From an optimization exercise on the open Yosys and OpenROAD flow, aimed at small area, a short achievable clock period and few clock cycles per item; shortcuts taken in it are not production practice. RTL that was checked went through simulation tests only; none was proved equivalent to the original. Only the layout flow was run in runs 2 to 5; the RTL was not checked for function there. No activity file was given, so power comes from the tool's default toggle rates.

===== design/flow/design.v =====
`default_nettype none
package srpg_pkg;
    localparam int DIV_FRAC_BITS_DEF = 4;
    localparam int CLK_W             = 28;
    localparam int DIVISOR_W         = 32;
    localparam int DIV_INT_MAX       = 255;
    localparam int WRAP_MIN          = 10;
    localparam int WRAP_MAX          = 65535;
    typedef enum logic [1:0] {
        OP_START = 2'd0,
        OP_TICK  = 2'd1,
        OP_STOP  = 2'd2
    } opcode_t;
    typedef enum logic [1:0] {
        REG_MAX_RATE      = 2'd0,
        REG_RAMP_STEP     = 2'd1,
        REG_RAMP_INTERVAL = 2'd2,
        REG_SYS_CLOCK     = 2'd3
    } reg_index_t;
    typedef struct packed {
        logic        forward;
        logic [15:0] requested_rate;
        logic [31:0] now_ms;
        logic [1:0]  opcode;
    } item_t;
    typedef struct packed {
        logic [15:0] max_rate;
        logic [15:0] ramp_step;
        logic [15:0] ramp_interval_ms;
    } ramp_cfg_t;
    typedef struct packed {
        logic [15:0] rate;
        logic        direction;
        logic        reprog;
    } ramp_status_t;
endpackage
`default_nettype wire
`default_nettype none
`default_nettype wire
`default_nettype none
`default_nettype wire
`default_nettype none
module stepper_ramp_pwm_rate_generator_top (
    input  wire logic        clk,
    input  wire logic        rst_n,
    input  wire logic        cfg_we,
    input  wire logic [1:0]  cfg_addr,
    input  wire logic [27:0] cfg_wdata,
    input  wire logic        s_tvalid,
    output logic             s_tready,
    input  wire logic [55:0] s_tdata,
    output logic             m_tvalid,
    input  wire logic        m_tready,
    output logic [63:0]      m_tdata
);
    logic [15:0] max_rate_reg;
    logic [15:0] ramp_step_reg;
    logic [15:0] ramp_interval_reg;
    logic [27:0] sys_clock_reg;
    always_ff @(posedge clk or negedge rst_n)
    begin
        if (!rst_n)
        begin
            max_rate_reg      <= 16'd65535;
            ramp_step_reg     <= 16'd100;
            ramp_interval_reg <= 16'd10;
            sys_clock_reg     <= 28'd125000000;
        end
        else if (cfg_we)
        begin
            case (cfg_addr)
                2'd0:    max_rate_reg      <= cfg_wdata[15:0];
                2'd1:    ramp_step_reg     <= cfg_wdata[15:0];
                2'd2:    ramp_interval_reg <= cfg_wdata[15:0];
                default: sys_clock_reg     <= cfg_wdata;
            endcase
        end
    end
    logic [1:0]  in_op;
    logic [31:0] in_now;
    logic [15:0] in_req;
    logic        in_fwd;
    assign in_op  = s_tdata[1:0];
    assign in_now = s_tdata[33:2];
    assign in_req = s_tdata[49:34];
    assign in_fwd = s_tdata[50];
    logic        running_reg;
    logic        below_reg;    
    logic [15:0] cur_reg;
    logic [15:0] tgt_reg;
    logic [31:0] last_reg;
    logic        dir_reg;
    logic        reprog_reg;
    logic        pre_ok;       
    logic        f_tick;       
    logic        f_req_lt;     
    logic        f_sc_lt;      
    logic        f_sum_ge;     
    logic        f_tick_gt;    
    logic        f_cur_gt;     
    logic        step_lt_max;
    logic [15:0] step_clamp;
    logic [16:0] sum;
    logic [31:0] due_lo;       
    logic [31:0] due_hi;       
    logic        due;
    always_comb
    begin
        step_lt_max = ramp_step_reg < max_rate_reg;
        step_clamp  = step_lt_max ? ramp_step_reg : max_rate_reg;
        sum         = {1'b0, cur_reg} + {1'b0, ramp_step_reg};
        due_lo      = last_reg + {16'd0, ramp_interval_reg};
        due_hi      = {~last_reg[31], last_reg[30:0]};
        if (due_lo <= due_hi)
            due = (in_now >= due_lo) && (in_now < due_hi);
        else
            due = (in_now >= due_lo) || (in_now < due_hi);
    end
    logic accept;
    always_ff @(posedge clk or negedge rst_n)
    begin
        if (!rst_n)
            pre_ok <= 1'b0;
        else
            pre_ok <= s_tvalid && !accept;
    end
    always_ff @(posedge clk)
    begin
        f_tick    <= running_reg && below_reg && due;
        f_req_lt  <= in_req < max_rate_reg;
        f_sc_lt   <= step_clamp < in_req;
        f_sum_ge  <= sum >= {1'b0, tgt_reg};
        f_tick_gt <= (sum > {1'b0, max_rate_reg}) && (tgt_reg > max_rate_reg);
        f_cur_gt  <= cur_reg > max_rate_reg;
    end
    logic [15:0] req_clamp;
    logic [15:0] start_rate;
    logic [15:0] tick_rate;
    logic [15:0] eff_next;
    always_comb
    begin
        req_clamp  = f_req_lt ? in_req : max_rate_reg;
        start_rate = (f_req_lt && !f_sc_lt) ? in_req : step_clamp;
        tick_rate  = f_sum_ge ? tgt_reg : sum[15:0];
        case (in_op)
            2'd0:    eff_next = start_rate;
            2'd1:    eff_next = f_tick ? (f_tick_gt ? max_rate_reg : tick_rate)
                                       : (f_cur_gt ? max_rate_reg : cur_reg);
            2'd2:    eff_next = 16'd0;
            default: eff_next = f_cur_gt ? max_rate_reg : cur_reg;
        endcase
    end
    always_ff @(posedge clk or negedge rst_n)
    begin
        if (!rst_n)
        begin
            running_reg <= 1'b0;
            below_reg   <= 1'b0;
            cur_reg     <= '0;
            tgt_reg     <= '0;
            last_reg    <= '0;
            dir_reg     <= 1'b0;
            reprog_reg  <= 1'b0;
        end
        else if (accept)
        begin
            case (in_op)
                2'd0:
                begin
                    running_reg <= 1'b1;
                    below_reg   <= f_req_lt ? f_sc_lt : step_lt_max;
                    dir_reg     <= in_fwd;
                    tgt_reg     <= req_clamp;
                    cur_reg     <= start_rate;
                    last_reg    <= in_now;
                    reprog_reg  <= 1'b1;
                end
                2'd1:
                begin
                    reprog_reg <= f_tick;
                    if (f_tick)
                    begin
                        below_reg <= !f_sum_ge;
                        cur_reg   <= tick_rate;
                        last_reg  <= in_now;
                    end
                end
                2'd2:
                begin
                    running_reg <= 1'b0;
                    below_reg   <= 1'b0;
                    cur_reg     <= '0;
                    tgt_reg     <= '0;
                    reprog_reg  <= 1'b1;
                end
                default:
                begin
                    reprog_reg <= 1'b0;
                end
            endcase
        end
    end
    logic        jmp_reg;      
    logic        busy_reg;
    logic        fin_reg;
    logic [3:0]  cnt_reg;      
    logic [15:0] den_reg;
    logic [15:0] rem_reg;
    logic [27:0] quo_reg;
    logic [1:0]  nb_reg;       
    logic        hold;         
    logic [31:0] dividend;
    assign dividend = {sys_clock_reg, 4'b0000};
    logic        zero;
    logic        ovf;
    logic        fit24;
    logic        fit20;
    logic        fit16;
    always_comb
    begin
        zero  = (den_reg == 16'd0);
        ovf   = (den_reg[15:4] == 12'd0) && (sys_clock_reg[27:24] >= den_reg[3:0]);
        fit24 = (den_reg[15:8] != 8'd0) || (sys_clock_reg[27:20] < den_reg[7:0]);
        fit20 = (den_reg[15:12] != 4'd0) || (sys_clock_reg[27:16] < den_reg[11:0]);
        fit16 = sys_clock_reg[27:12] < den_reg;
    end
    logic [15:0] rem_c;
    logic [1:0]  qb_c;
    logic [16:0] sh;
    logic [17:0] df;
    always_comb
    begin
        rem_c = rem_reg;
        for (int i = 1; i >= 0; i--)
        begin
            sh       = {rem_c, nb_reg[i]};
            df       = {1'b0, sh} - {2'b00, den_reg};
            qb_c[i]  = ~df[17];
            rem_c    = df[17] ? sh[15:0] : df[15:0];
        end
    end
    logic [3:0]  cnt_next;
    logic [15:0] rem_jmp;
    always_comb
    begin
        if (fit16)
        begin
            cnt_next = 4'd7;
            rem_jmp  = sys_clock_reg[27:12];
        end
        else if (fit20)
        begin
            cnt_next = 4'd9;
            rem_jmp  = {4'd0, sys_clock_reg[27:16]};
        end
        else if (fit24)
        begin
            cnt_next = 4'd11;
            rem_jmp  = {8'd0, sys_clock_reg[27:20]};
        end
        else
        begin
            cnt_next = 4'd13;
            rem_jmp  = {12'd0, sys_clock_reg[27:24]};
        end
        if (!jmp_reg)
            cnt_next = cnt_reg - 4'd1;
    end
    always_ff @(posedge clk)
    begin
        nb_reg <= dividend[{cnt_next, 1'b1} -: 2];
        if (jmp_reg)
        begin
            rem_reg <= rem_jmp;
            quo_reg <= '0;
        end
        else
        begin
            rem_reg <= rem_c;
            if (!hold)
                quo_reg <= {quo_reg[25:0], qb_c};
        end
        if (accept)
            den_reg <= eff_next;
    end
    logic [11:0] qx;
    logic [15:0] qr;
    logic [15:0] qw;
    logic        cc;
    logic [11:0] dv;
    logic        lo;
    logic        hi;
    logic [15:0] wlow;
    logic [11:0] div_o;
    logic [15:0] wrap_o;
    always_comb
    begin
        qx    = quo_reg[27:16];
        qr    = quo_reg[15:0];
        qw    = quo_reg[19:4];
        cc    = qr >= {4'hF, ~qx};
        dv    = qx + {11'd0, cc};
        lo    = !ovf && (qx[11:4] == 8'd0) && !((qx[3:0] == 4'hF) && cc);
        hi    = ovf || (qx > 12'd4080) || ((qx == 12'd4080) && cc);
        wlow  = (qw < 16'd11) ? 16'd10 : qw - 16'd1;
        div_o = lo ? 12'd16 : (hi ? 12'd4080 : dv);
        if (lo)
            wrap_o = wlow;
        else if (hi || !cc)
            wrap_o = 16'd65535;
        else
            wrap_o = 16'd65534;
    end
    logic        mv_reg;
    logic        o_en;
    logic [11:0] o_div;
    logic [15:0] o_wrap;
    logic [15:0] o_rate;
    logic        o_dir;
    logic        o_rep;
    logic        cap;
    assign cap      = fin_reg && (!mv_reg || m_tready);
    assign hold     = fin_reg && !cap;
    assign s_tready = pre_ok && !mv_reg && !jmp_reg && !busy_reg;
    assign accept   = s_tvalid && s_tready;
    always_ff @(posedge clk or negedge rst_n)
    begin
        if (!rst_n)
        begin
            jmp_reg  <= 1'b0;
            busy_reg <= 1'b0;
            fin_reg  <= 1'b0;
            cnt_reg  <= '0;
            mv_reg   <= 1'b0;
        end
        else
        begin
            jmp_reg <= accept;
            cnt_reg <= cnt_next;
            if (jmp_reg)
            begin
                busy_reg <= !(zero || ovf);
                fin_reg  <= zero || ovf;
            end
            else if (busy_reg && (cnt_reg == 4'd0))
            begin
                busy_reg <= 1'b0;
                fin_reg  <= 1'b1;
            end
            else if (cap)
            begin
                fin_reg  <= 1'b0;
            end
            if (cap)
                mv_reg <= 1'b1;
            else if (m_tready)
                mv_reg <= 1'b0;
        end
    end
    always_ff @(posedge clk)
    begin
        if (cap)
        begin
            o_en   <= !zero;
            o_div  <= zero ? 12'd0 : div_o;
            o_wrap <= zero ? 16'd0 : wrap_o;
            o_rate <= cur_reg;
            o_dir  <= dir_reg;
            o_rep  <= reprog_reg;
        end
    end
    assign m_tvalid = mv_reg;
    assign m_tdata  = {2'b00, o_rep, o_dir, o_rate, o_wrap[15:1], o_wrap,
                       o_div, o_en};
endmodule
`default_nettype wire

===== design/flow/run.sh =====
#!/bin/bash
# synth_recipe.tcl (not shown) runs the flow's synth.tcl, then flattens the netlist and writes it again
# the make line also repeats each setting of config.mk as NAME=value (left out here)
make -C /OpenROAD-flow-scripts/flow DESIGN_CONFIG=/design/flow/config.mk WORK_HOME=/design/flow/orfs CLKGATE_MAP_FILE= SYNTH_SCRIPT=/design/flow/synth_recipe.tcl finish

===== design/flow/config.mk =====
export PLATFORM = sky130hd
export DESIGN_NAME = stepper_ramp_pwm_rate_generator_top
export DESIGN_NICKNAME = stepper_ramp_pwm_rate_generator_top
export VERILOG_FILES = /design/flow/design.v
export SDC_FILE = /design/flow/constraint.sdc
export NUM_CORES = 4
export LEC_CHECK = 0
export CAP_MARGIN = 20
export CORE_MARGIN = 2
export CORE_UTILIZATION = 40
export SLEW_MARGIN = 20

===== design/flow/constraint.sdc =====
create_clock -name core_clock -period 8.0 [get_ports {clk}]
set_input_delay 1.6000 -clock core_clock [delete_from_list [all_inputs] [get_ports {clk}]]
set_output_delay 1.6000 -clock core_clock [all_outputs]
set_load 0.01 [all_outputs]

==> results.sh, run 1 <==
export IMPL_synth_seq_cells=268
export IMPL_finalCriticalPeriod_ns=5.38
export IMPL_placed_area_mm2=0.0233
export IMPL_fin_area_mm2=0.0245
export IMPL_hold_buffers=0
export IMPL_path_common_cell="ha_1"
export IMPL_start_kind="flop"
export IMPL_status="no timing/DRC/antenna violations"
export IMPL_yosysMostFrequentCell="ha_1"
export IMPL_synth_commonest_cells="303 x ha_1, 178 x nand2_1, 172 x inv_1"
export IMPL_postLayoutCoreUtil_pct=46.7
export IMPL_post_cts_buffers=0
export IMPL_slowest_stage="a311oi_1"
export IMPL_area_growth_pct=15.6
export IMPL_max_cap_violations=0
export IMPL_critPathMaxStageDelay_ns=0.59
export IMPL_insertion_delay_ns=0.56
export IMPL_ys_seq_area_share_pct=32.0
export IMPL_synth_edff_count=63
export IMPL_syn_area_per_cell_um2=9.39
export IMPL_via_per_inst=5.75
export IMPL_drcViolationCount=0
export IMPL_max_freq_mhz=186
export IMPL_largest_reg_flops=32
export IMPL_hold_viol=0
export IMPL_start_util_pct=40.4
export IMPL_die_area_mm2=0.0549
export IMPL_fin_total_pwr_mw=10.6
export IMPL_drive_above_1_share_pct=10.9
export IMPL_gp_congestion=0.929
export IMPL_dpl_hpwl_mm=48.3
export IMPL_synth_top_area_share_pct=17.9
export IMPL_post_place_cells=3025
export IMPL_rsz0062_at_grt="no"
export IMPL_endpoint_kind="flop"
export IMPL_dieHeight_um=234
export IMPL_p_leak_nw=10.7
export IMPL_die_w_um=234
export IMPL_grt_ovfl_total=0
export IMPL_finalSetupTns_ns=0
export IMPL_hold_class="reg2reg"
export IMPL_cts_made_buffers=35
export IMPL_yosys_area_top_type="ha_1"
export IMPL_final_setup_skew_ns=0.0217
export IMPL_clock_root_buffer="clkbuf_16"
export IMPL_synthCells=2261
export IMPL_grt_max_degree=97
export IMPL_drtIter0Drc=1185
export IMPL_worstPathMaxFanout=19
export IMPL_worstMarginPinSlew_ns=1.06
export IMPL_post_drt_wl_per_cell_um=20.3
export IMPL_yosys_most_used_dff="dfrtp_1"
export IMPL_first_pass_iters=5
export IMPL_ys_top_cells_by_area="ha_1 18%, dfrtp_1 14%, edfxtp_1 8.9%, mux2_2 6.3%, dfxtp_1 4.9%"
export IMPL_cp_required_ns=8.43
export IMPL_cts_tree="built"
export IMPL_clockBufferDepth=3
export IMPL_setup_viol=0
export IMPL_grt_pass1_wl_mm=97.5
export IMPL_path_cells="inv_1, ha_1, nand2b_1, a211oi_2, o41a_1, o211ai_2, and2_1, mux2_2, ha_1, o2111ai_1, a311oi_1, nor4_1, o21ai_0, a21oi_2, buf_4, and3_1, a211o_1"
export IMPL_period_share_pct=67.3
export IMPL_grtUsageTotal_pct=22.8
export IMPL_syn_area_mm2=0.0212
export IMPL_async_flop_share_pct=57.1
export IMPL_numPortBuffers=149
export IMPL_vdd_ir_drop_max_v=0.000164
export IMPL_vias=17800
export IMPL_post_cts_resized=0
export IMPL_worstSetupPathType="reg2reg"
export IMPL_drt_wl_total_mm=62.8
export IMPL_synth_distinct_cells=87
export IMPL_num_rows=84
export IMPL_critPathArrivalTime_ns=5.81
export IMPL_grt_pass1_vias=17300
export IMPL_ioPinCount=157
export IMPL_layoutNonFillerInstCount=3091
export IMPL_final_nets=2772
export IMPL_power_density_mw_per_mm2=431
export IMPL_maxSlewViolCount=0
export IMPL_yosys_warnings=1
export IMPL_clock_sinks=268
export IMPL_relSlewSlack_pct=29.4
export IMPL_h_tree_depth=2
export IMPL_ant_nets=0
export IMPL_n_fill_cell=4947
export IMPL_fp_coreArea_mm2=0.0526
export IMPL_antenna_found_initial=6
export IMPL_clkTransAtPathRegs_ns=0.06
## metal layers
| layer | wire length [µm] | track usage, % | part of all wire, % | vias to the layer above |
|---|---|---|---|---|
| met3 | 3210 | 3.00 | 5.1 | 148 |
| met1 | 28600 | 30.9 | 46 | 8522 |
| met5 | 34 | 0 | 0.054 | - |
| met4 | 2600 | 9.61 | 4.1 | 6 |
| li1 | - | - | - | 8582 |
| met2 | 28400 | 36.6 | 45 | 530 |
## stage by stage
stage / hold WS [ns] / setup slack [ns]
after floorplan: 0.419 / 3.69
final: 0.441 / 2.62
after global placement: 0.432 / 2.67
after global routing: 0.464 / 2.17
after detailed placement: 0.434 / 2.60
after CTS: 0.439 / 2.56
## worst max-delay path: cells and delay by family (launching register included)
kind | cells | cell delay, ns
simple gates | 4 | 0.84
buf+inv | 2 | 0.59
mux | 1 | 0.40
flops | 1 | 0.39
fa+ha+maj | 2 | 0.68
compound gates | 8 | 2.35
## cell usage in the layout (no fill, tap or decap), types with 21 or more instances in the layout
cell,n
mux2i_1,75
a211oi_1,30
edfxtp_1,63
xnor2_1,59
o21ai_0,151
nand4_1,44
nor3_1,36
nor2_1,110
dfrtp_1,118
ha_1,303
nand2_1,178
clkbuf_16,37
dfxtp_1,52
clkdlybuf4s50_1,148
nand2b_1,21
a21o_1,65
inv_1,172
nor4_1,23
o21a_1,25
o211ai_1,25
mux2_2,118
a21oi_1,158
dfstp_2,34
nand3_1,35
xor2_1,22
## cell type report
type                    instances  area, µm²  area share (%)
clock buffers                  47       1000            4.09
well taps                     688        861            3.51
inverters                     172        646            2.63
flip-flops and latches        268       6810            27.7
clock inverters                17        233           0.948
repair buffers                165       1610            6.57
diodes                          2       5.00          0.0204
multi-input cells            1732      13400            54.5
## logic make-up after synthesis
logic type	share of synthesized area, %
compound gates	19.0
simple gates	12.3
fa+ha+maj	18.2
flops	32.0
mux	10.0
xor+xnor	3.34
other cells	0.0177
buf+inv	5.07
## report_power, final
part           internal (mW)  leakage, nW  switching (mW)
sequential              1.96         2.82           0.586
combinational           2.85         7.29            3.47
clock                   1.05        0.595           0.663
## path summary, 6_finish.rpt
kind / start / to / slack [ns] / cells past startpoint
worst max-delay path: den_reg[1] / rem_reg[15] / 2.62 / 17
worst min-delay path: dir_reg / o_dir / 0.44 / 0
worst min register to register: dir_reg / o_dir / 0.44 / 0
min in group asynchronous: rst_n / pre_ok / 1.14 / 1
worst max register to register: den_reg[1] / rem_reg[15] / 2.62 / 17
max in group asynchronous: rst_n / dir_reg / 5.39 / 2
Testbench counts, summed over its fixed seeds: cycles 19,052, items 2,000.
==> run 2: changes to the inputs <==
--- a/design/flow/design.v
+++ b/design/flow/design.v
@@ -91,65 +91,105 @@
     logic [31:0] last_reg;
     logic        dir_reg;
     logic        reprog_reg;
+    logic [2:0]  vis_reg;      
     logic        pre_ok;       
+    logic        f_need;       
     logic        f_tick;       
     logic        f_req_lt;     
     logic        f_sc_lt;      
     logic        f_sum_ge;     
-    logic        f_tick_gt;    
-    logic        f_cur_gt;     
     logic        step_lt_max;
     logic [15:0] step_clamp;
     logic [16:0] sum;
-    logic [31:0] due_lo;       
-    logic [31:0] due_hi;       
-    logic        due;
     always_comb
     begin
         step_lt_max = ramp_step_reg < max_rate_reg;
         step_clamp  = step_lt_max ? ramp_step_reg : max_rate_reg;
         sum         = {1'b0, cur_reg} + {1'b0, ramp_step_reg};
-        due_lo      = last_reg + {16'd0, ramp_interval_reg};
-        due_hi      = {~last_reg[31], last_reg[30:0]};
-        if (due_lo <= due_hi)
-            due = (in_now >= due_lo) && (in_now < due_hi);
-        else
-            due = (in_now >= due_lo) || (in_now < due_hi);
     end
     logic accept;
     always_ff @(posedge clk or negedge rst_n)
     begin
         if (!rst_n)
-            pre_ok <= 1'b0;
+            vis_reg <= '0;
+        else if (s_tvalid && !accept)
+            vis_reg <= (vis_reg == 3'd5) ? vis_reg : vis_reg + 3'd1;
         else
-            pre_ok <= s_tvalid && !accept;
+            vis_reg <= '0;
+    end
+    assign pre_ok = (vis_reg != 3'd0);
+    logic [7:0]  el_reg;
+    logic        el_bw_reg;
+    logic        el_ge_reg;
+    logic        el_sg_reg;
+    logic [8:0]  el_c;
+    logic [7:0]  el_now;
+    logic [7:0]  el_last;
+    logic [7:0]  el_a;
+    logic [7:0]  el_b;
+    logic        el_cin;
+    logic [8:0]  el_ge_c;
+    always_comb
+    begin
+        case (vis_reg[1:0])
+            2'd0:    begin el_now = in_now[7:0];   el_last = last_reg[7:0];   end
+            2'd1:    begin el_now = in_now[15:8];  el_last = last_reg[15:8];  end
+            2'd2:    begin el_now = in_now[23:16]; el_last = last_reg[23:16]; end
+            default: begin el_now = in_now[31:24]; el_last = last_reg[31:24]; end
+        endcase
+        el_c = {1'b0, el_now} - {1'b0, el_last} - {8'd0, el_bw_reg && (vis_reg != 3'd0)};
+        el_a   = (vis_reg == 3'd4) ? {1'b0, el_reg[6:0]} : el_reg;
+        el_b   = (vis_reg == 3'd1) ? ramp_interval_reg[7:0]
+               : (vis_reg == 3'd2) ? ramp_interval_reg[15:8] : 8'd0;
+        el_cin = (vis_reg == 3'd1) ? 1'b1 : el_ge_reg;
+        el_ge_c = {1'b0, el_a} + {1'b0, ~el_b} + {8'd0, el_cin};
+    end
+    always_ff @(posedge clk)
+    begin
+        if (vis_reg <= 3'd3)
+        begin
+            el_reg    <= el_c[7:0];
+            el_bw_reg <= el_c[8];
+        end
+        if ((vis_reg >= 3'd1) && (vis_reg <= 3'd4))
+            el_ge_reg <= el_ge_c[8];
+        if (vis_reg == 3'd4)
+            el_sg_reg <= el_reg[7];
     end
+    assign f_tick = f_need && (vis_reg == 3'd5) && el_ge_reg && !el_sg_reg;
     always_ff @(posedge clk)
     begin
-        f_tick    <= running_reg && below_reg && due;
+        f_need    <= (in_op == 2'd1) && running_reg && below_reg;
         f_req_lt  <= in_req < max_rate_reg;
         f_sc_lt   <= step_clamp < in_req;
         f_sum_ge  <= sum >= {1'b0, tgt_reg};
-        f_tick_gt <= (sum > {1'b0, max_rate_reg}) && (tgt_reg > max_rate_reg);
-        f_cur_gt  <= cur_reg > max_rate_reg;
     end
     logic [15:0] req_clamp;
     logic [15:0] start_rate;
     logic [15:0] tick_rate;
-    logic [15:0] eff_next;
+    logic [15:0] rate_next;
     always_comb
     begin
         req_clamp  = f_req_lt ? in_req : max_rate_reg;
         start_rate = (f_req_lt && !f_sc_lt) ? in_req : step_clamp;
         tick_rate  = f_sum_ge ? tgt_reg : sum[15:0];
         case (in_op)
-            2'd0:    eff_next = start_rate;
-            2'd1:    eff_next = f_tick ? (f_tick_gt ? max_rate_reg : tick_rate)
-                                       : (f_cur_gt ? max_rate_reg : cur_reg);
-            2'd2:    eff_next = 16'd0;
-            default: eff_next = f_cur_gt ? max_rate_reg : cur_reg;
+            2'd0:    rate_next = start_rate;
+            2'd1:    rate_next = f_tick ? tick_rate : cur_reg;
+            2'd2:    rate_next = 16'd0;
+            default: rate_next = cur_reg;
         endcase
     end
+    logic        mwr_reg;      
+    always_ff @(posedge clk or negedge rst_n)
+    begin
+        if (!rst_n)
+            mwr_reg <= 1'b0;
+        else if (cfg_we && (cfg_addr == 2'd0) && running_reg)
+            mwr_reg <= 1'b1;
+        else if (accept && !in_op[0])
+            mwr_reg <= 1'b0;
+    end
     always_ff @(posedge clk or negedge rst_n)
     begin
         if (!rst_n)
@@ -171,7 +211,6 @@
                     below_reg   <= f_req_lt ? f_sc_lt : step_lt_max;
                     dir_reg     <= in_fwd;
                     tgt_reg     <= req_clamp;
-                    cur_reg     <= start_rate;
                     last_reg    <= in_now;
                     reprog_reg  <= 1'b1;
                 end
@@ -181,7 +220,6 @@
                     if (f_tick)
                     begin
                         below_reg <= !f_sum_ge;
-                        cur_reg   <= tick_rate;
                         last_reg  <= in_now;
                     end
                 end
@@ -189,7 +227,6 @@
                 begin
                     running_reg <= 1'b0;
                     below_reg   <= 1'b0;
-                    cur_reg     <= '0;
                     tgt_reg     <= '0;
                     reprog_reg  <= 1'b1;
                 end
@@ -198,9 +235,11 @@
                     reprog_reg <= 1'b0;
                 end
             endcase
+            cur_reg <= rate_next;
         end
     end
     logic        jmp_reg;      
+    logic        clp_reg;      
     logic        busy_reg;
     logic        fin_reg;
     logic [3:0]  cnt_reg;      
@@ -222,7 +261,7 @@
         ovf   = (den_reg[15:4] == 12'd0) && (sys_clock_reg[27:24] >= den_reg[3:0]);
         fit24 = (den_reg[15:8] != 8'd0) || (sys_clock_reg[27:20] < den_reg[7:0]);
         fit20 = (den_reg[15:12] != 4'd0) || (sys_clock_reg[27:16] < den_reg[11:0]);
-        fit16 = sys_clock_reg[27:12] < den_reg;
+        fit16 = (clp_reg ? max_rate_reg : sys_clock_reg[27:12]) < den_reg;
     end
     logic [15:0] rem_c;
     logic [1:0]  qb_c;
@@ -263,13 +302,13 @@
             cnt_next = 4'd13;
             rem_jmp  = {12'd0, sys_clock_reg[27:24]};
         end
-        if (!jmp_reg)
+        if (!jmp_reg || clp_reg)
             cnt_next = cnt_reg - 4'd1;
     end
     always_ff @(posedge clk)
     begin
         nb_reg <= dividend[{cnt_next, 1'b1} -: 2];
-        if (jmp_reg)
+        if (jmp_reg && !clp_reg)
         begin
             rem_reg <= rem_jmp;
             quo_reg <= '0;
@@ -281,7 +320,9 @@
                 quo_reg <= {quo_reg[25:0], qb_c};
         end
         if (accept)
-            den_reg <= eff_next;
+            den_reg <= rate_next;
+        else if (clp_reg && fit16)
+            den_reg <= max_rate_reg;
     end
     logic [11:0] qx;
     logic [15:0] qr;
@@ -321,13 +362,15 @@
     logic        cap;
     assign cap      = fin_reg && (!mv_reg || m_tready);
     assign hold     = fin_reg && !cap;
-    assign s_tready = pre_ok && !mv_reg && !jmp_reg && !busy_reg;
+    assign s_tready = pre_ok && !mv_reg && !jmp_reg && !busy_reg
+                      && (!f_need || (vis_reg == 3'd5));
     assign accept   = s_tvalid && s_tready;
     always_ff @(posedge clk or negedge rst_n)
     begin
         if (!rst_n)
         begin
             jmp_reg  <= 1'b0;
+            clp_reg  <= 1'b0;
             busy_reg <= 1'b0;
             fin_reg  <= 1'b0;
             cnt_reg  <= '0;
@@ -335,9 +378,10 @@
         end
         else
         begin
-            jmp_reg <= accept;
+            jmp_reg <= accept || clp_reg;
+            clp_reg <= accept && in_op[0] && mwr_reg;
             cnt_reg <= cnt_next;
-            if (jmp_reg)
+            if (jmp_reg && !clp_reg)
             begin
                 busy_reg <= !(zero || ovf);
                 fin_reg  <= zero || ovf;
==> run 2 against run 1 <==
Highest routed layer is now met4. Flip-flop and latch count increased by 13. Still clean. Global-route usage shrank 1.0 points. Synthesized area is 12% lower. Die area is 12% lower. Final cell count is 14% lower. Sequential share of layout area up 5.3 points. Largest power group unchanged. Non-clock buffer count shrank 1. Largest cell class unchanged. Fmax fell by 1.6%. Combinational power fell by 17%.
==> results.sh, run 2 <==
export IMPL_clock_root_buffer="clkbuf_16"
export IMPL_clkTransAtPathRegs_ns=0.06
export IMPL_die_w_um=220
export IMPL_setup_viol=0
export IMPL_drcViolationCount=0
export IMPL_critPathArrivalTime_ns=5.87
export IMPL_vdd_ir_drop_max_v=0.000235
export IMPL_drtIter0Drc=1016
export IMPL_via_per_inst=5.57
export IMPL_hold_class="reg2reg"
export IMPL_gp_congestion=0.910
export IMPL_rsz0062_at_grt="no"
export IMPL_vias=14900
export IMPL_worstMarginPinSlew_ns=1.12
export IMPL_layoutNonFillerInstCount=2670
export IMPL_dpl_worst_slack_ns=2.50
export IMPL_relSlewSlack_pct=25.0
export IMPL_start_util_pct=40.3
export IMPL_synthCells=1932
export IMPL_finalSetupTns_ns=0
export IMPL_synth_commonest_cells="237 x nand2_1, 193 x ha_1, 129 x o21ai_0"
export IMPL_hold_viol=0
export IMPL_yosys_area_top_type="dfrtp_1"
export IMPL_h_tree_depth=2
export IMPL_fin_total_pwr_mw=9.46
export IMPL_rr_worst_depth=19
export IMPL_async_flop_share_pct=55.9
export IMPL_clockBufferDepth=3
export IMPL_ant_nets=0
export IMPL_fin_ws_ns=2.53
export IMPL_drive_above_1_share_pct=12.4
export IMPL_final_nets=2327
export IMPL_post_place_cells=2608
export IMPL_antenna_found_initial=0
export IMPL_wl_met3_mm=2.39
export IMPL_min_path_cells=0
export IMPL_ioPinCount=157
export IMPL_p_leak_nw=9.43
export IMPL_finalCriticalPeriod_ns=5.47
export IMPL_grt_ovfl_total=0
export IMPL_post_cts_buffers=0
export IMPL_hold_buffers=0
export IMPL_synth_edff_count=74
export IMPL_endpoint_kind="flop"
export IMPL_start_kind="flop"
export IMPL_holdWs_ns=0.449
export IMPL_largest_reg_flops=32
export IMPL_post_drt_wl_per_cell_um=19.8
export IMPL_area_growth_pct=16.7
export IMPL_yosys_warnings=1
export IMPL_fp_coreArea_mm2=0.0464
export IMPL_die_area_mm2=0.0484
export IMPL_critPathMaxStageDelay_ns=0.52
export IMPL_synth_top_area_share_pct=16.5
export IMPL_syn_area_mm2=0.0187
export IMPL_cp_required_ns=8.40
export IMPL_top_layer="met4"
export IMPL_max_freq_mhz=183
export IMPL_numPortBuffers=149
export IMPL_first_pass_iters=8
export IMPL_period_share_pct=68.4
export IMPL_ys_seq_area_share_pct=38.5
export IMPL_grt_pass1_wl_mm=81.9
export IMPL_crit_family="compound AO/OA/AOI/OAI gates"
export IMPL_grtUsageTotal_pct=21.8
export IMPL_insertion_delay_ns=0.54
export IMPL_worstSetupPathType="reg2reg"
export IMPL_drt_wl_total_mm=52.8
export IMPL_slowest_stage="o21a_1"
export IMPL_worstPathMaxFanout=18
export IMPL_clock_sinks=281
export IMPL_cts_tree="built"
export IMPL_status="no timing/DRC/antenna violations"
export IMPL_post_cts_resized=0
export IMPL_final_cell_mix="237 x nand2_1, 193 x ha_1, 148 x clkdlybuf4s50_1, 129 x o21ai_0, 126 x a21oi_1"
export IMPL_yosysMostFrequentCell="nand2_1"
export IMPL_met2RoutedLength_mm=25.9
export IMPL_dieHeight_um=220
export IMPL_final_setup_skew_ns=0.0204
export IMPL_final_common_cell="nand2_1"
export IMPL_maxSlewViolCount=0
export IMPL_cts_made_buffers=34
export IMPL_dpl_hpwl_mm=40.2
export IMPL_m1WireLength_mm=23.3
export IMPL_grt_max_degree=93
export IMPL_power_density_mw_per_mm2=434
export IMPL_num_rows=79
export IMPL_synth_distinct_cells=81
export IMPL_crit_buf_inv=2
export IMPL_grt_pass1_vias=14500
export IMPL_max_cap_violations=0
export IMPL_yosys_most_used_dff="dfrtp_1"
export IMPL_synth_seq_cells=281
export IMPL_path_cells="inv_1, ha_1, nor2b_1, o31a_1, o311ai_2, a21oi_1, nor4_4, mux2_2, inv_1, ha_1, nor2b_1, o31a_1, o2111ai_1, a211o_1, o221a_2, o21a_1, o21ai_0, a21oi_1, a31oi_1"
export IMPL_cp_depth=19
export IMPL_syn_area_per_cell_um2=9.67
export IMPL_ys_top_cells_by_area="dfrtp_1 16%, ha_1 13%, edfxtp_1 12%, mux2_2 7.5%, dfxtp_1 5.4%"
run 2: where the power goes:
part           leakage, nW  switching, mW  internal [mW]  total (mW)
combinational         5.87           2.87           2.37        5.24
clock                0.572          0.635          0.988        1.62
sequential            3.00          0.491           2.11        2.60
total                 9.43           4.00           5.46        9.46
run 2: per-layer routing:
layer / GRT usage, % / up-vias
li1: - / 7195
met1: 28.2 / 7284
met2: 37.5 / 324
met3: 3.86 / 81
met4: 5.75 / 0
met5: 0 / -
run 2: final cells by class:
| type | count | area (µm²) |
|---|---|---|
| multi-input combinational | 1440 | 10600 |
| fill | 4330 | 24600 |
| clock inverter | 14 | 161 |
| clock buffer | 47 | 1010 |
| antenna | 1 | 2.50 |
| tap | 607 | 759 |
| timing repair buffer | 164 | 1610 |
| sequential | 281 | 7190 |
| inverter | 116 | 435 |
run 2: path summary, 6_finish.rpt:
path                            start                 to  slack (ns)
setup reg to reg           den_reg[1]         rem_reg[9]        2.53
setup / recovery           den_reg[1]         rem_reg[9]        2.53
min in group asynchronous       rst_n  sys_clock_reg[18]        1.14
hold reg to reg               dir_reg              o_dir        0.45
max in group asynchronous       rst_n          below_reg        5.39
hold / removal                dir_reg              o_dir        0.45
run 2: per-stage QoR:
step                      instance area (µm²)  utilization (%)
after global routing                    21800             47.0
after detailed placement                20600             44.5
final                                   21800             47.0
after floorplan                         18700                -
after CTS                               21800             47.0
after global placement                  20600             44.5
run 2: cell families (layout without fill, tap and decap cells):
group / Yosys count / after routing / synth area share (%)
compound gates: 495 / 495 / 17.2
simple gates: 491 / 491 / 12.0
flops: 281 / 281 / 38.5
buf+inv: 212 / 341 / 4.80
fa+ha+maj: 199 / 199 / 13.6
mux: 183 / 183 / 10.7
xor+xnor: 70 / 70 / 3.28
other cells: 1 / 3 / 0.0201
==> run 3: changes to the inputs <==
--- a/design/flow/config.mk
+++ b/design/flow/config.mk
@@ -5,7 +5,9 @@
 export SDC_FILE = /design/flow/constraint.sdc
 export NUM_CORES = 4
 export LEC_CHECK = 0
+export ABC_CLOCK_PERIOD_IN_PS = 4500
 export CAP_MARGIN = 20
 export CORE_MARGIN = 2
 export CORE_UTILIZATION = 40
+export SETUP_SLACK_MARGIN = 3.5
 export SLEW_MARGIN = 20
==> run 3 against run 2 <==
Worst hold slack improved by 0.0065 ns. Power rose by 6.9%. Flip-flop and latch count did not move. Still clean on timing, DRC and antenna. Largest cell class unchanged. Largest power group unchanged. Clock skew fell by 0.0077 ns.
==> results.sh, run 3 <==
export IMPL_status="no timing/DRC/antenna violations"
export IMPL_yosys_most_used_dff="dfrtp_1"
export IMPL_hold_start="dir_reg"
export IMPL_ioPinCount=157
export IMPL_syn_area_mm2=0.0187
export IMPL_via_per_inst=5.61
export IMPL_finalCriticalPeriod_ns=4.54
export IMPL_numPortBuffers=149
export IMPL_r2r_end="rem_reg[0]"
export IMPL_synthCells=1932
export IMPL_syn_area_per_cell_um2=9.67
export IMPL_relSlewSlack_pct=25.1
export IMPL_dpl_worst_slack_ns=2.56
export IMPL_die_w_um=220
export IMPL_clock_root_buffer="clkbuf_16"
export IMPL_gp_congestion=0.927
export IMPL_final_nets=2354
export IMPL_synth_commonest_cells="237 x nand2_1, 193 x ha_1, 129 x o21ai_0"
export IMPL_grt_max_degree=90
export IMPL_fin_total_pwr_mw=10.1
export IMPL_vdd_ir_drop_max_v=0.000253
export IMPL_start_util_pct=40.3
export IMPL_p_leak_nw=9.57
export IMPL_setup_viol=0
export IMPL_timing_rr_start="den_reg[10]"
export IMPL_post_place_cells=2608
export IMPL_h_tree_depth=2
export IMPL_whs_endpoint="o_dir"
export IMPL_area_growth_pct=18.7
export IMPL_grtUsageTotal_pct=22.5
export IMPL_hold_class="reg2reg"
export IMPL_reg2reg_slack_ns=3.46
export IMPL_yosys_area_top_type="dfrtp_1"
export IMPL_drt_wl_total_mm=54.3
export IMPL_num_rows=79
export IMPL_first_pass_iters=8
export IMPL_dpl_hpwl_mm=40.5
export IMPL_async_flop_share_pct=55.9
export IMPL_vias=15100
export IMPL_grt_pass1_vias=15000
export IMPL_multi_input_area_mm2=0.0109
export IMPL_max_cap_violations=0
export IMPL_hold_viol=0
export IMPL_final_setup_skew_ns=0.0127
export IMPL_worstSetupPathType="reg2reg"
export IMPL_final_cell_mix="235 x nand2_1, 187 x ha_1, 148 x clkdlybuf4s50_1, 123 x mux2_2, 123 x dfrtp_1"
export IMPL_yosysMostFrequentCell="nand2_1"
export IMPL_ys_top_cells_by_area="dfrtp_1 16%, ha_1 13%, edfxtp_1 12%, mux2_2 7.5%, dfxtp_1 5.4%"
export IMPL_final_common_cell="nand2_1"
export IMPL_drive_above_1_share_pct=15.2
export IMPL_cts_tree="built"
export IMPL_rr_worst_depth=20
export IMPL_period_share_pct=56.8
export IMPL_ant_nets=0
export IMPL_finalSetupTns_ns=0
export IMPL_seq_area_mm2=0.00719
export IMPL_rsz0062_at_grt="yes"
export IMPL_synth_edff_count=74
export IMPL_clockBufferDepth=3
export IMPL_grt_pass1_wl_mm=84.3
export IMPL_clock_sinks=281
export IMPL_power_density_mw_per_mm2=456
export IMPL_insertion_delay_ns=0.54
export IMPL_hold_buffers=0
export IMPL_yosys_warnings=1
export IMPL_cts_made_buffers=34
export IMPL_synth_distinct_cells=81
export IMPL_die_area_mm2=0.0484
export IMPL_drtIter0Drc=1036
export IMPL_worstMarginPinSlew_ns=1.12
export IMPL_grt_ovfl_total=0
export IMPL_post_drt_wl_per_cell_um=20.1
export IMPL_endpoint_kind="flop"
export IMPL_maxSlewViolCount=0
export IMPL_n_fill_cell=4314
export IMPL_drcViolationCount=0
export IMPL_max_freq_mhz=220
export IMPL_min_path_cells=0
export IMPL_cp_required_ns=8.41
export IMPL_largest_reg_flops=32
export IMPL_layoutNonFillerInstCount=2696
export IMPL_antenna_found_initial=1
export IMPL_ys_seq_area_share_pct=38.5
export IMPL_synth_top_area_share_pct=16.5
export IMPL_start_kind="flop"
export IMPL_fp_coreArea_mm2=0.0464
export IMPL_synth_seq_cells=281
export IMPL_critPathArrivalTime_ns=4.95
export IMPL_num_antenna_cells=0
export IMPL_clkTransAtPathRegs_ns=0.06
export IMPL_fin_ws_ns=3.46
export IMPL_worstPathMaxFanout=7
export IMPL_dieHeight_um=220
## run 3: cell counts after synthesis
No cell type changed its count.
## run 3: worst max path at each step
stage	startpoint	end	slack (ns)
after floorplan	den_reg[1]	rem_reg[11]	3.55
after global placement	den_reg[1]	rem_reg[11]	2.69
after detailed placement	den_reg[1]	rem_reg[11]	2.56
after CTS	den_reg[1]	rem_reg[0]	3.46
after global routing	den_reg[1]	rem_reg[0]	3.27
final	den_reg[10]	rem_reg[0]	3.46
## run 3: critical path, cell delays in order, from the launching register on
cell and delay [ns]:
edfxtp_1 0.37, inv_1 0.21, ha_1 0.34, a21o_1 0.19, a21o_1 0.17, a2bb2oi_1 0.27, a21oi_2 0.13, nor4_4 0.24
buf_4 0.21, mux2_4 0.31, inv_2 0.08, ha_4 0.19, nor2b_4 0.12, o31a_1 0.32, o2111ai_2 0.22, a211o_1 0.22
o221a_4 0.28, o21ai_4 0.09, buf_6 0.19, o211ai_1 0.15, o21ai_1 0.10
## run 3: cells by family (layout without fill, tap and decap cells)
group | Yosys count | after routing | synth area share, %
compound gates | 495 | 498 | 17.2
xor+xnor | 70 | 70 | 3.28
fa+ha+maj | 199 | 199 | 13.6
buf+inv | 212 | 365 | 4.80
flops | 281 | 281 | 38.5
mux | 183 | 183 | 10.7
other cells | 1 | 2 | 0.0201
simple gates | 491 | 491 | 12.0
## run 3: metal layers
layer | wire length [µm] | global-route usage [%] | vias to the layer above
met5 | 13 | 0 | -
met4 | 1810 | 8.01 | 2
met3 | 2220 | 2.87 | 109
met2 | 25900 | 37.3 | 385
met1 | 24300 | 30.1 | 7402
li1 | - | - | 7238
## run 3: layout make-up
class | instances | area share [%]
multi-input combinational | 1443 | 49.1
clock buffer | 50 | 4.43
sequential | 281 | 32.4
timing repair buffer | 188 | 8.23
clock inverter | 11 | 0.367
tap | 607 | 3.42
inverter | 116 | 1.99
## run 3: what timing repair did
action	CTS	global route
resized for setup	28	36
pin swaps	13	20
hold endpoints to repair	0	0
endpoints found under the setup margin	18	18
buffers inserted	12	10
gates cloned	3	1
## run 3: stage by stage
stage	hold slack, ns	instance area, µm²	util, %
finish	0.455	22200	47.8
global route	0.464	22200	47.8
CTS	0.453	21900	47.3
detailed placement	0.433	20600	44.5
global placement	0.435	20600	44.5
floorplan	0.418	18700	-
## run 3: report_power, final
part / internal, mW / total, mW / switching [mW] / leakage, nW
Combinational: 2.77 / 6.00 / 3.23 / 6.05
Sequential: 2.11 / 2.62 / 0.508 / 3.00
Clock: 0.883 / 1.50 / 0.614 / 0.528
==> run 4: changes to the inputs <==
--- a/design/flow/design.v
+++ b/design/flow/design.v
@@ -240,6 +240,11 @@
     end
     logic        jmp_reg;      
     logic        clp_reg;      
+    logic        pl_reg;       
+    logic        jump;         
+    logic        load;         
+    logic        z_reg;        
+    logic        ov_reg;       
     logic        busy_reg;
     logic        fin_reg;
     logic [3:0]  cnt_reg;      
@@ -302,16 +307,18 @@
             cnt_next = 4'd13;
             rem_jmp  = {12'd0, sys_clock_reg[27:24]};
         end
-        if (!jmp_reg || clp_reg)
+        if (!jump)
             cnt_next = cnt_reg - 4'd1;
     end
     always_ff @(posedge clk)
     begin
         nb_reg <= dividend[{cnt_next, 1'b1} -: 2];
-        if (jmp_reg && !clp_reg)
+        if (jump)
         begin
             rem_reg <= rem_jmp;
             quo_reg <= '0;
+            z_reg   <= zero;
+            ov_reg  <= ovf;
         end
         else
         begin
@@ -319,7 +326,7 @@
             if (!hold)
                 quo_reg <= {quo_reg[25:0], qb_c};
         end
-        if (accept)
+        if (load)
             den_reg <= rate_next;
         else if (clp_reg && fit16)
             den_reg <= max_rate_reg;
@@ -341,8 +348,8 @@
         qw    = quo_reg[19:4];
         cc    = qr >= {4'hF, ~qx};
         dv    = qx + {11'd0, cc};
-        lo    = !ovf && (qx[11:4] == 8'd0) && !((qx[3:0] == 4'hF) && cc);
-        hi    = ovf || (qx > 12'd4080) || ((qx == 12'd4080) && cc);
+        lo    = !ov_reg && (qx[11:4] == 8'd0) && !((qx[3:0] == 4'hF) && cc);
+        hi    = ov_reg || (qx > 12'd4080) || ((qx == 12'd4080) && cc);
         wlow  = (qw < 16'd11) ? 16'd10 : qw - 16'd1;
         div_o = lo ? 12'd16 : (hi ? 12'd4080 : dv);
         if (lo)
@@ -360,17 +367,23 @@
     logic        o_dir;
     logic        o_rep;
     logic        cap;
+    logic        ready_in;     
+    assign ready_in = pre_ok && (!f_need || (vis_reg == 3'd5));
     assign cap      = fin_reg && (!mv_reg || m_tready);
     assign hold     = fin_reg && !cap;
-    assign s_tready = pre_ok && !mv_reg && !jmp_reg && !busy_reg
-                      && (!f_need || (vis_reg == 3'd5));
+    assign s_tready = ready_in && (pl_reg || (!busy_reg && !jmp_reg))
+                      && !(fin_reg && mv_reg);
     assign accept   = s_tvalid && s_tready;
+    assign load     = (accept && !pl_reg)
+                      || (s_tvalid && ready_in && busy_reg && (cnt_reg == 4'd0) && !pl_reg);
+    assign jump     = jmp_reg && !clp_reg && (!pl_reg || accept) && !hold;
     always_ff @(posedge clk or negedge rst_n)
     begin
         if (!rst_n)
         begin
             jmp_reg  <= 1'b0;
             clp_reg  <= 1'b0;
+            pl_reg   <= 1'b0;
             busy_reg <= 1'b0;
             fin_reg  <= 1'b0;
             cnt_reg  <= '0;
@@ -378,10 +391,25 @@
         end
         else
         begin
-            jmp_reg <= accept || clp_reg;
-            clp_reg <= accept && in_op[0] && mwr_reg;
+            if (load)
+            begin
+                jmp_reg <= 1'b1;
+                clp_reg <= in_op[0] && mwr_reg;
+            end
+            else
+            begin
+                if (jump)
+                    jmp_reg <= 1'b0;
+                clp_reg <= 1'b0;
+            end
+            if (load && !accept)
+                pl_reg <= 1'b1;
+            else if (accept)
+                pl_reg <= 1'b0;
             cnt_reg <= cnt_next;
-            if (jmp_reg && !clp_reg)
+            if (cap)
+                fin_reg  <= 1'b0;
+            if (jump)
             begin
                 busy_reg <= !(zero || ovf);
                 fin_reg  <= zero || ovf;
@@ -391,10 +419,6 @@
                 busy_reg <= 1'b0;
                 fin_reg  <= 1'b1;
             end
-            else if (cap)
-            begin
-                fin_reg  <= 1'b0;
-            end
             if (cap)
                 mv_reg <= 1'b1;
             else if (m_tready)
@@ -405,9 +429,9 @@
     begin
         if (cap)
         begin
-            o_en   <= !zero;
-            o_div  <= zero ? 12'd0 : div_o;
-            o_wrap <= zero ? 16'd0 : wrap_o;
+            o_en   <= !z_reg;
+            o_div  <= z_reg ? 12'd0 : div_o;
+            o_wrap <= z_reg ? 16'd0 : wrap_o;
             o_rate <= cur_reg;
             o_dir  <= dir_reg;
             o_rep  <= reprog_reg;
--- a/design/flow/config.mk
+++ b/design/flow/config.mk
@@ -5,9 +5,9 @@
 export SDC_FILE = /design/flow/constraint.sdc
 export NUM_CORES = 4
 export LEC_CHECK = 0
-export ABC_CLOCK_PERIOD_IN_PS = 4500
+export ABC_CLOCK_PERIOD_IN_PS = 4000
 export CAP_MARGIN = 20
 export CORE_MARGIN = 2
 export CORE_UTILIZATION = 40
-export SETUP_SLACK_MARGIN = 3.5
+export SETUP_SLACK_MARGIN = 4.0
 export SLEW_MARGIN = 20
==> run 4 against run 3 <==
Flip-flop and latch count grew 3. Worst setup slack lost 0.20 ns. Critical path depth grew 2. Clock power grew 11%. Power grew 11%. Clock skew grew 0.0091 ns. Final area grew 4.3%. Register-to-register slack lost 0.20 ns. Sequential power grew 5%. Worst hold slack lost 0.0074 ns. Final cell count grew 3.7%.
==> results.sh, run 4 <==
export IMPL_status="no timing/DRC/antenna violations"
export IMPL_post_drt_wl_per_cell_um=20.3
export IMPL_via_per_inst=5.66
export IMPL_gp_congestion=0.951
export IMPL_top_layer="met4"
export IMPL_crit_family="compound AO/OA/AOI/OAI gates"
export IMPL_async_flop_share_pct=55.6
export IMPL_hold_class="reg2reg"
export IMPL_hold_buffers=0
export IMPL_ioPinCount=157
export IMPL_timing_rr_start="den_reg[4]"
export IMPL_first_pass_iters=5
export IMPL_drive_above_1_share_pct=17.6
export IMPL_synth_distinct_cells=80
export IMPL_worstSetupPathType="reg2reg"
export IMPL_power_density_mw_per_mm2=486
export IMPL_vias=15800
export IMPL_ys_seq_area_share_pct=38.0
export IMPL_m1WireLength_mm=24.8
export IMPL_fin_total_pwr_mw=11.2
export IMPL_yosys_area_top_type="dfrtp_1"
export IMPL_drtIter0Drc=1199
export IMPL_rsz0062_at_grt="yes"
export IMPL_finalSetupTns_ns=0
export IMPL_dieHeight_um=223
export IMPL_clockBufferDepth=3
export IMPL_final_common_cell="nand2_1"
export IMPL_grt_pass1_vias=15700
export IMPL_critPathMaxStageDelay_ns=0.39
export IMPL_clkTransAtPathRegs_ns=0.06
export IMPL_synth_top_family_by_area="compound AO/OA/AOI/OAI gates"
export IMPL_clock_root_buffer="clkbuf_16"
export IMPL_start_util_pct=40.3
export IMPL_grt_ovfl_total=0
export IMPL_syn_area_per_cell_um2=9.57
export IMPL_insertion_delay_ns=0.55
export IMPL_start_kind="flop"
export IMPL_final_nets=2442
export IMPL_syn_area_mm2=0.0192
export IMPL_die_area_mm2=0.0496
export IMPL_cts_tree="built"
export IMPL_grtUsageTotal_pct=22.7
export IMPL_synth_commonest_cells="222 x nand2_1, 193 x ha_1, 141 x mux2_2"
export IMPL_worstMarginPinSlew_ns=1.05
export IMPL_grt_max_degree=85
export IMPL_num_antenna_cells=0
export IMPL_whs_endpoint="o_dir"
export IMPL_grt_pass1_wl_mm=88.0
export IMPL_met2RoutedLength_mm=26.9
export IMPL_dpl_hpwl_mm=41.6
export IMPL_path_cells="clkinvlp_4, ha_4, o211a_1, o31ai_4, a211o_1, a21oi_2, o21ai_2, a21oi_4, buf_6, mux2_4, ha_4, a211oi_4, o21bai_2, or3_4, o211ai_1, a41oi_2, nand2_2, buf_4, nand3b_1, buf_4, mux2i_1, mux2i_1"
export IMPL_layoutNonFillerInstCount=2796
export IMPL_final_setup_skew_ns=0.0218
export IMPL_sequentialPowerShare_pct=24.4
export IMPL_vdd_ir_drop_max_v=0.000263
export IMPL_die_w_um=223
export IMPL_clock_sinks=284
export IMPL_area_growth_pct=20.8
export IMPL_synth_mux_area_share_pct=11.3
export IMPL_num_rows=80
export IMPL_worstPathMaxFanout=5
export IMPL_post_place_cells=2677
export IMPL_hold_viol=0
export IMPL_synth_compound_area_share_pct=17.4
export IMPL_yosys_area_share_adder_pct=13.2
export IMPL_period_share_pct=59.3
export IMPL_endpoint_kind="flop"
export IMPL_internal_power_mw=6.42
export IMPL_p_switching_mw=4.81
export IMPL_drt_wl_total_mm=56.8
export IMPL_p_leak_nw=10.0
export IMPL_cp_required_ns=8.41
export IMPL_wl_met3_mm=3.07
export IMPL_largest_reg_flops=32
export IMPL_crit_buf_inv=4
export IMPL_ys_top_cells_by_area="dfrtp_1 16%, ha_1 13%, edfxtp_1 12%, mux2_2 8.3%, dfxtp_1 5.2%"
export IMPL_sw_frac_of_total_pct=42.8
export IMPL_synthCells=2001
export IMPL_synth_seq_cells=284
export IMPL_pwr_share_clk_pct=14.9
export IMPL_final_cell_mix="220 x nand2_1, 181 x ha_1, 146 x clkdlybuf4s50_1, 138 x mux2_2, 127 x a21oi_1"
export IMPL_numPortBuffers=149
export IMPL_min_path_cells=0
export IMPL_synth_edff_count=76
export IMPL_fp_coreArea_mm2=0.0475
export IMPL_yosys_warnings=1
export IMPL_rr_worst_depth=22
export IMPL_critPathArrivalTime_ns=5.16
export IMPL_yosys_most_used_dff="dfrtp_1"
export IMPL_reg2reg_slack_ns=3.25
export IMPL_synth_xor_area_share_pct=2.70
export IMPL_relSlewSlack_pct=30.1
export IMPL_h_tree_depth=2
export IMPL_drcViolationCount=0
export IMPL_synthSimpleGateAreaFrac_pct=12.5
export IMPL_max_freq_mhz=211
export IMPL_slowest_stage="edfxtp_1"
export IMPL_max_cap_violations=0
export IMPL_ant_nets=0
export IMPL_postLayoutCoreUtil_pct=48.6
export IMPL_yosysMostFrequentCell="nand2_1"
export IMPL_hold_start="dir_reg"
export IMPL_setup_viol=0
export IMPL_cts_made_buffers=37
export IMPL_power_frac_comb_pct=60.8
export IMPL_antenna_found_initial=1
export IMPL_r2r_end="rem_reg[6]"
export IMPL_finalCriticalPeriod_ns=4.75
export IMPL_maxSlewViolCount=0
export IMPL_synth_top_area_share_pct=16.2
run 4: cell count changes in the layout (fill, tap and decap cells not counted), sizes merged, moves of 8 or more:
cell | before | now
buf | 39 | 60
nor2 | 93 | 111
mux2 | 126 | 142
nor2b | 12 | 24
nand2 | 237 | 226
o21a | 15 | 26
a21o | 53 | 43
a21oi | 129 | 138
xor2 | 27 | 18
a211oi | 26 | 18
nand3 | 24 | 32
run 4: kinds of logic (layout without fill, tap and decap cells):
group | Yosys count | count (layout)
and+or+nand+nor | 522 | 524
other | 1 | 2
DFF | 284 | 284
xor gates and xnor gates | 59 | 59
AOI/OAI and AO/OA | 515 | 516
adders and majority gates | 199 | 199
muxes | 199 | 199
buffers and inverters | 222 | 398
run 4: final cells by class:
cell class	instances	area, µm²
repair buffers	209	2030
fillers	4365	24400
multi-input cells	1499	11300
well taps	615	769
clock inverters	17	134
inverters	121	484
clock buffers	51	1090
flip-flops and latches	284	7280
run 4: routing by layer:
layer  up-vias  global-route usage, %
met3       111                   4.15
met5         -                      0
met4         0                   9.16
li1       7551                      -
met2       446                   37.3
met1      7706                   29.4
run 4: power groups by stage:
stage          Sequential (mW)  Clock, mW  Combinational, mW
6_report                  2.74       1.67               6.82
5_1_grt                   2.79       1.76               7.58
4_1_cts                   2.73       1.70               6.64
3_5_place_dp              2.76          0               6.12
3_3_place_gp              2.74          0               5.96
2_1_floorplan             2.52          0               4.82
run 4: per-stage QoR:
stage               hold WS (ns)  worst slack, ns  cell area [µm²]
global placement           0.437             2.15            21200
CTS                        0.448             3.32            22900
floorplan                  0.418             3.73            19300
detailed placement         0.433             2.11            21200
global route               0.466             2.96            23100
finish                     0.448             3.25            23100
run 4: what timing repair did:
| item | 4_1_cts | 5_1_grt |
|---|---|---|
| pin swaps | 19 | 12 |
| gates resized for setup | 43 | 28 |
| setup endpoints to repair | 74 | 44 |
| hold endpoints to repair | 0 | 0 |
| buffers inserted | 32 | 13 |
| cloned | 5 | 0 |
run 4: worst max path at each step:
stage          slack [ns]  cells past startpoint          end  startpoint
2_1_floorplan        3.73                     20  rem_reg[11]  den_reg[1]
3_3_place_gp         2.15                     18   rem_reg[1]  den_reg[1]
3_5_place_dp         2.11                     18   rem_reg[1]  den_reg[1]
4_1_cts              3.32                     21  rem_reg[11]  den_reg[4]
5_1_grt              2.96                     23  rem_reg[13]  den_reg[4]
6_report             3.25                     22   rem_reg[6]  den_reg[4]
==> run 5: changes to the inputs <==
--- a/design/flow/config.mk
+++ b/design/flow/config.mk
@@ -5,9 +5,9 @@
 export SDC_FILE = /design/flow/constraint.sdc
 export NUM_CORES = 4
 export LEC_CHECK = 0
-export ABC_CLOCK_PERIOD_IN_PS = 4000
+export ABC_CLOCK_PERIOD_IN_PS = 3500
 export CAP_MARGIN = 20
 export CORE_MARGIN = 2
 export CORE_UTILIZATION = 40
-export SETUP_SLACK_MARGIN = 4.0
+export SETUP_SLACK_MARGIN = 4.5
 export SLEW_MARGIN = 20
==> run 5 against run 4 <==
Clock power down 2%. Register-to-register slack is essentially flat. Power increased by 7.2%. Flip-flop and latch count did not move. Global-route usage rose by 0.56 points. Final cell count up 2.1%. Count of clock-buffer cells in the layout increased by 1. Fmax increased by 0.14%. Via count up 2.7%. Critical endpoint is now rem_reg[11].
==> results.sh, run 5 <==
export IMPL_startpoint="den_reg[4]"
export IMPL_ioPinCount=157
export IMPL_hold_start="dir_reg"
export IMPL_synth_compound_area_share_pct=17.4
export IMPL_insertion_delay_ns=0.55
export IMPL_ys_top_cells_by_area="dfrtp_1 16%, ha_1 13%, edfxtp_1 12%, mux2_2 8.3%, dfxtp_1 5.2%"
export IMPL_via_per_inst=5.69
export IMPL_final_nets=2502
export IMPL_drt_wl_total_mm=58.8
export IMPL_relSlewSlack_pct=23.9
export IMPL_p_leak_nw=10.4
export IMPL_area_growth_pct=26.1
export IMPL_finalCriticalPeriod_ns=4.74
export IMPL_gp_congestion=0.946
export IMPL_synth_top_area_share_pct=16.2
export IMPL_die_area_mm2=0.0496
export IMPL_worstPathMaxFanout=9
export IMPL_start_kind="flop"
export IMPL_clock_root_buffer="clkbuf_16"
export IMPL_synth_commonest_cells="222 x nand2_1, 193 x ha_1, 141 x mux2_2"
export IMPL_setup_viol=0
export IMPL_vias=16200
export IMPL_rsz0062_at_grt="yes"
export IMPL_postLayoutCoreUtil_pct=50.8
export IMPL_grtUsageTotal_pct=23.2
export IMPL_clkTransAtPathRegs_ns=0.06
export IMPL_syn_area_per_cell_um2=9.57
export IMPL_antenna_found_initial=0
export IMPL_final_common_cell="nand2_1"
export IMPL_worstMarginPinSlew_ns=1.14
export IMPL_grt_pass1_vias=16000
export IMPL_drcViolationCount=0
export IMPL_critPathArrivalTime_ns=5.17
export IMPL_internal_power_mw=6.96
export IMPL_ant_nets=0
export IMPL_period_share_pct=59.2
export IMPL_syn_area_mm2=0.0192
export IMPL_endpoint_kind="flop"
export IMPL_yosys_area_share_adder_pct=13.2
export IMPL_finalSetupTns_ns=0
export IMPL_hold_viol=0
export IMPL_grt_max_degree=105
export IMPL_cp_required_ns=8.43
export IMPL_post_drt_wl_per_cell_um=20.6
export IMPL_grt_ovfl_total=0
export IMPL_yosys_warnings=1
export IMPL_worstSetupPathType="reg2reg"
export IMPL_final_cell_mix="218 x nand2_1, 165 x ha_1, 134 x mux2_2, 134 x clkdlybuf4s50_1, 120 x a21oi_1"
export IMPL_clockBufferDepth=3
export IMPL_vdd_ir_drop_max_v=0.000310
export IMPL_synth_seq_cells=284
export IMPL_yosys_most_used_dff="dfrtp_1"
export IMPL_maxSlewViolCount=0
export IMPL_async_flop_share_pct=55.6
export IMPL_start_util_pct=40.3
export IMPL_status="no timing/DRC/antenna violations"
export IMPL_cts_tree="built"
export IMPL_power_frac_comb_pct=63.8
export IMPL_dieHeight_um=223
export IMPL_synthCells=2001
export IMPL_yosys_area_top_type="dfrtp_1"
export IMPL_max_freq_mhz=211
export IMPL_power_density_mw_per_mm2=498
export IMPL_p_switching_mw=5.08
export IMPL_sequentialPowerShare_pct=22.7
export IMPL_sw_frac_of_total_pct=42.2
export IMPL_fp_coreArea_mm2=0.0475
export IMPL_synth_edff_count=76
export IMPL_synth_distinct_cells=80
export IMPL_clock_sinks=284
export IMPL_synthSimpleGateAreaFrac_pct=12.5
export IMPL_ys_seq_area_share_pct=38.0
export IMPL_h_tree_depth=2
export IMPL_yosysMostFrequentCell="nand2_1"
export IMPL_first_pass_iters=6
export IMPL_pwr_share_clk_pct=13.6
export IMPL_synth_top_family_by_area="compound AO/OA/AOI/OAI gates"
export IMPL_cts_made_buffers=36
export IMPL_synth_xor_area_share_pct=2.70
export IMPL_timing_rr_start="den_reg[4]"
export IMPL_drive_above_1_share_pct=22.8
export IMPL_drtIter0Drc=1252
export IMPL_num_rows=80
export IMPL_numPortBuffers=149
export IMPL_hold_class="reg2reg"
export IMPL_synth_mux_area_share_pct=11.3
export IMPL_final_setup_skew_ns=0.0175
export IMPL_die_w_um=223
export IMPL_num_antenna_cells=0
export IMPL_largest_reg_flops=32
export IMPL_max_cap_violations=0
export IMPL_grt_pass1_wl_mm=90.2
export IMPL_dpl_hpwl_mm=41.7
[run 5: cell counts after synthesis]
No cell type changed its count.
[run 5: stage by stage]
stage | setup WS [ns] | cell area [µm²] | std cells | total power [mW] | hold WS (ns)
2_1_floorplan | 3.73 | 19400 | 2002 | 7.41 | 0.418
3_3_place_gp | 2.13 | 21200 | 2676 | 8.78 | 0.432
3_5_place_dp | 2.10 | 21300 | 2677 | 8.94 | 0.433
4_1_cts | 3.33 | 23500 | 2821 | 11.4 | 0.445
5_1_grt | 3.08 | 24100 | 2854 | 13.0 | 0.463
6_report | 3.26 | 24100 | 2854 | 12.0 | 0.449
[run 5: worst max-delay path: stages (launching register included)]
cell,delay [ns]
edfxtp_1,0.39
clkinvlp_4,0.18
ha_4,0.32
o211a_1,0.18
o31ai_4,0.09
a211o_1,0.30
a21oi_2,0.19
o21ai_2,0.11
a21oi_4,0.18
buf_12,0.14
buf_6,0.09
mux2_4,0.31
ha_4,0.17
a211oi_4,0.27
o21bai_2,0.11
or3_1,0.33
o211ai_1,0.25
a41oi_2,0.18
nand2_2,0.15
nand3b_1,0.14
buf_6,0.23
a311o_1,0.30
[run 5: cell type report]
class                   instances  area (µm²)
fillers                      4235       23400
multi-input cells            1499       11800
flip-flops and latches        284        7290
repair buffers                269        2590
clock buffers                  52        1030
well taps                     615         769
inverters                     121         489
clock inverters                13         153
repair inverters                1        5.00
[run 5: cells by family (layout without fill, tap and decap cells)]
group,count (synthesis),count (layout)
AO/OA/AOI/OAI,515,516
XOR/XNOR,59,59
adder cells (fa/ha/maj),199,199
buffers and inverters,222,456
flip-flops,284,284
multiplexers,199,199
other,1,2
AND/OR/NAND/NOR,522,524
[run 5: final timing paths]
check | endpoint | slack, ns | cells after the start
hold reg to reg | o_dir | 0.45 | 0
max in group asynchronous | clp_reg | 5.42 | 2
hold / removal | o_dir | 0.45 | 0
setup reg to reg | rem_reg[11] | 3.26 | 21
setup / recovery | rem_reg[11] | 3.26 | 21
min in group asynchronous | sys_clock_reg[18] | 1.14 | 1
[run 5: power by group through the flow]
stage | Clock (mW) | Combinational (mW) | Sequential, mW
6_report | 1.63 | 7.68 | 2.73
3_3_place_gp | 0 | 6.03 | 2.74
5_1_grt | 1.73 | 8.44 | 2.78
2_1_floorplan | 0 | 4.89 | 2.52
3_5_place_dp | 0 | 6.18 | 2.75
4_1_cts | 1.67 | 6.98 | 2.72
[run 5: timing repair]
action | CTS | global route
setup buffers | 75 | 31
gates cloned | 4 | 2
endpoints found under the setup margin | 153 | 47
gates resized for setup | 113 | 96
pin swaps | 60 | 62
hold buffers | 0 | 0
[run 5: per-layer routing]
| metal | part of all wire, % | up-vias | GRT usage, % |
|---|---|---|---|
| met3 | 5.1 | 118 | 3.05 |
| met5 | 0 | - | 0 |
| met2 | 49 | 449 | 39.2 |
| li1 | - | 7666 | - |
| met4 | 3.8 | 0 | 9.35 |
| met1 | 42 | 8014 | 30.1 |

separate check: timing with driven ports:
Ports are ideal in the flow. The routed layouts listed here were re-timed in OpenROAD. Step 1 assumes that a clkbuf_16 drives the clock port and a buf_2 every other input. Step 2, shift: input delay + t, output delay - t, t = (earliest + latest rising clock arrival at the registers) / 2. This alone moves slack from input paths to output paths. a / b / c = ideal / step 1 / step 2; a / b = the first two.
| run | shift t [ns] | slack for setup (ns) | worst setup path at the end | clock arrival spread, ns | worst register clock-pin slew, ns |
|---|---|---|---|---|---|
| run 1 | 0.609 | 2.618 / 2.618 / 2.618 | register to register | 0.023 / 0.024 | 0.07 / 0.07 |
| run 2 | 0.592 | 2.528 / 2.528 / 2.528 | register to register | 0.021 / 0.022 | 0.06 / 0.06 |
| run 3 | 0.585 | 3.458 / 3.458 / 3.231 | input to register | 0.017 / 0.017 | 0.06 / 0.06 |
| run 4 | 0.597 | 3.254 / 3.254 / 3.254 | register to register | 0.024 / 0.023 | 0.06 / 0.06 |
| run 5 | 0.602 | 3.261 / 3.261 / 3.261 | register to register | 0.020 / 0.020 | 0.06 / 0.06 |
After both steps setup and hold are still met in every run listed. The setup slack of run 3, which loses most, moves by 0.000 ns with the drivers and by -0.227 ns with both steps.
